Context: an optimization exercise on an open-source flow, tuned for small area, a short achievable clock period and few clock cycles per item. The choices shown serve that exercise and are no tape-out recipe. RTL that was checked went through simulation tests only; none was proved equivalent to the original. Power and IR drop assume default switching activity.

== the baseline ==
// edge_period_tachometer
module edge_period_tachometer #(
	parameter int CHANNELS      = 2,
	parameter int CAPTURE_BITS  = 16,
	parameter int OVERFLOW_BITS = 8
) (
	input  wire                                 clk,
	input  wire                                 arst_n,
	input  wire                                 psel,
	input  wire                                 penable,
	input  wire                                 pwrite,
	input  wire  [etach_pkg::PADDR_W-1:0]       paddr,
	input  wire  [etach_pkg::PDATA_W-1:0]       pwdata,
	output logic [etach_pkg::PDATA_W-1:0]       prdata,
	output logic                                pready,
	input  wire                                 in_valid,
	output logic                                in_ready,
	input  wire                                 operation,
	input  wire                                 channel,
	input  wire  [CAPTURE_BITS-1:0]             capture,
	output logic                                out_valid,
	input  wire                                 out_ready,
	output logic                                result_channel,
	output logic [etach_pkg::REV_W-1:0]         revolutions,
	output logic [etach_pkg::ELAPSED_W-1:0]     elapsed_ticks,
	output logic                                saturated
);
Size: about 140 I/O pins, ~22000 um^2 of cells after synthesis.
export LEC_CHECK = 0
export CAP_MARGIN = 20
export CORE_MARGIN = 2
export CORE_UTILIZATION = 55
export CTS_BUF_LIST = sky130_fd_sc_hd__clkbuf_16
export CTS_CLUSTER_DIAMETER = 80
export CTS_CLUSTER_SIZE = 25
export SETUP_SLACK_MARGIN = 4.0
export SLEW_MARGIN = 20
create_clock -name core_clock -period 7.0 [get_ports {clk}]
standard.sh (not shown) runs the stock make flow with config.mk's settings and CLKGATE_MAP_FILE= SYNTH_SCRIPT=/design/flow/synth_recipe.tcl, a recipe that flattens the netlist after the stock synthesis.
==> flow/flow/run.sh <==
#!/bin/bash
# The standard layout, with plain buffers on the ports instead of the
# delay buffers buffer_ports picks by default.
set -euo pipefail
export BUFFER_PORTS_ARGS="-buffer_cell sky130_fd_sc_hd__buf_1"
bash standard.sh > standard_flow.log 2>&1
Looking at the reports, the baseline completed the entire flow and the layout it produced met the timing, DRC and antenna checks.
Testbench counts of the baseline, summed over its fixed seeds: cycles 34,712, items 8,529.
Input-level comparison between the candidate and the baseline:
-- flow/design.v --
<<< the baseline, line 202
	logic [SP_W-1:0]          p_sp_q;
	logic [OVERFLOW_BITS-1:0] p_ovf_q;
	logic [3:0]               p_m;                        
	logic                     p_zero, p_one, p_big;       
	logic                     p_load;
	logic                     p_norm;
	logic                     d_take;
	logic                     d_take_c;
	logic              q_valid_q;
	logic              q_ch_q, q_sat_q, q_zero_q, q_one_q;
>>> the candidate, line 202
	logic [SP_W-1:0]          p_sp_q;
	logic [OVERFLOW_BITS-1:0] p_ovf_q;
	logic [3:0]               p_m_q;
	logic                     p_zero_q, p_one_q, p_big_q;
	logic                     p_load;
	logic                     p_norm;
	logic                     d_take;
	logic d_take_c;
	logic              q_valid_q;
	logic              q_ch_q, q_sat_q, q_zero_q, q_one_q;
<<< the baseline, line 216
	assign p_to_q = p_rdy_q && (!q_valid_q || d_take);
	assign p_load = f_meas && p_take;
	assign p_norm = p_mul_q && (p_ovf_q[OVERFLOW_BITS-1:1] == '0);
	assign p_idle_next = !p_load && p_take;
	logic             n_neg, n_big, n_zero, n_one, n_div;
>>> the candidate, line 216
	assign p_to_q = p_rdy_q && (!q_valid_q || d_take);
	assign p_load = f_meas && p_take;
	assign p_norm = p_mul_q && (p_ovf_q == '0);
	assign p_idle_next = !p_load && p_take;
	logic             n_neg, n_big, n_zero, n_one, n_div;
<<< the baseline, line 240
			if (p_load) begin
				p_idle_q <= 1'b0;
				p_mul_q  <= (m_ovf != '0);
				p_rdy_q  <= (m_ovf == '0);
			end else if (p_to_q) begin
				p_idle_q <= 1'b1;
>>> the candidate, line 240
			if (p_load) begin
				p_idle_q <= 1'b0;
				p_mul_q  <= 1'b1;
				p_rdy_q  <= 1'b0;
			end else if (p_to_q) begin
				p_idle_q <= 1'b1;
<<< the baseline, line 251
		end
	end
	assign p_m    = n_m;
	assign p_zero = n_zero;
	assign p_one  = n_one;
	assign p_big  = n_big;
	always_ff @(posedge clk) begin
		if (p_load) begin
>>> the candidate, line 251
		end
	end
	always_ff @(posedge clk) begin
		if (p_load) begin
<<< the baseline, line 267
			p_ovf_q <= p_ovf_q >> 1;
		end
	end
	logic              d_idle_q, d_run_q, d_done_q;
>>> the candidate, line 263
			p_ovf_q <= p_ovf_q >> 1;
		end
		p_m_q    <= n_m;
		p_zero_q <= n_zero;
		p_one_q  <= n_one;
		p_big_q  <= n_big;
	end
	logic              d_idle_q, d_run_q, d_done_q;
<<< the baseline, line 285
	logic [3:0]        h_mm1;
	logic [23:0]       h_t;
	assign h_t   = p_zero ? 24'd0 : (p_big ? ELAPSED_MAX : p_acc_q[23:0]);
	assign h_mm1 = q_m_q - 4'd1;
	assign h_rem = rm1 >> {q_m_q, 1'b0};
>>> the candidate, line 285
	logic [3:0]        h_mm1;
	logic [23:0]       h_t;
	assign h_t   = p_zero_q ? 24'd0 : (p_big_q ? ELAPSED_MAX : p_acc_q[23:0]);
	assign h_mm1 = q_m_q - 4'd1;
	assign h_rem = rm1 >> {q_m_q, 1'b0};
<<< the baseline, line 336
		if (p_to_q) begin
			q_ch_q   <= p_ch_q;
			q_sat_q  <= p_sat_q || p_big || p_zero || (p_one && rbig_q);
			q_zero_q <= p_zero;
			q_one_q  <= p_one;
			q_t_q    <= h_t;
			q_m_q    <= p_m;
		end
	end
>>> the candidate, line 336
		if (p_to_q) begin
			q_ch_q   <= p_ch_q;
			q_sat_q  <= p_sat_q || p_big_q || p_zero_q || (p_one_q && rbig_q);
			q_zero_q <= p_zero_q;
			q_one_q  <= p_one_q;
			q_t_q    <= h_t;
			q_m_q    <= p_m_q;
		end
	end
Notes after the runs:
- The candidate ran to completion and came out clean on the timing, DRC and antenna checks.
- The candidate gives less die span in x than the baseline did.
- The candidate vs the baseline, actual transition at the worst max-transition pin went down by 23 ps.
- Per the comparison of the candidate with the baseline, post-layout utilization of the core increased by 1.1 points relative to the old numbers, number of clock buffers in the layout went up 12%, top fanout value on the critical path fell by 2.
- Going from the baseline to the candidate, setup slack rose by 77 ps; routed length per instance fell by 2.0%; final area rose by 300 um^2; number of inserted filler cells in the final layout fell by 33.
- The candidate: power density relative to cell area 7.5% above the baseline
- In the reports for the baseline and the candidate, the larger global-route track usage on met1 belongs to the baseline.
No functional check of the RTL was part of the candidate.

## re-timing with driven ports
The flow's constraints put no driver on any port. The routed layouts listed below were extracted and timed again, unchanged, in two steps.
Step 1 (the two cells are an assumption about what drives the block):
set clk [get_ports {clk}]
set_driving_cell -lib_cell sky130_fd_sc_hd__clkbuf_16 $clk
set_driving_cell -lib_cell sky130_fd_sc_hd__buf_2 [delete_from_list [all_inputs] $clk]
Step 2 adds t to the input delays and takes it off the output delays; t is the mean of the earliest and latest rising clock arrival at the registers after step 1. Input paths then give back, and output paths get back, about the clock's delay inside the block.
a / b / c = ideal ports / drivers / drivers and shift; a / b = the first two.
run	t (ns)	setup slack, ns	clock arrival spread, ns	slew at the worst register clock pin (ns)	worst data-port slew with drivers (ns)
the baseline	0.608	3.761 / 3.761 / 3.494	0.032 / 0.032	0.10 / 0.10	0.03
the candidate	0.620	3.839 / 3.839 / 3.503	0.025 / 0.024	0.10 / 0.10	0.03
After both steps setup and hold are still met in every run listed. For the candidate, which loses most, drivers alone change the setup slack by 0.000 ns; drivers and shift together by -0.336 ns.
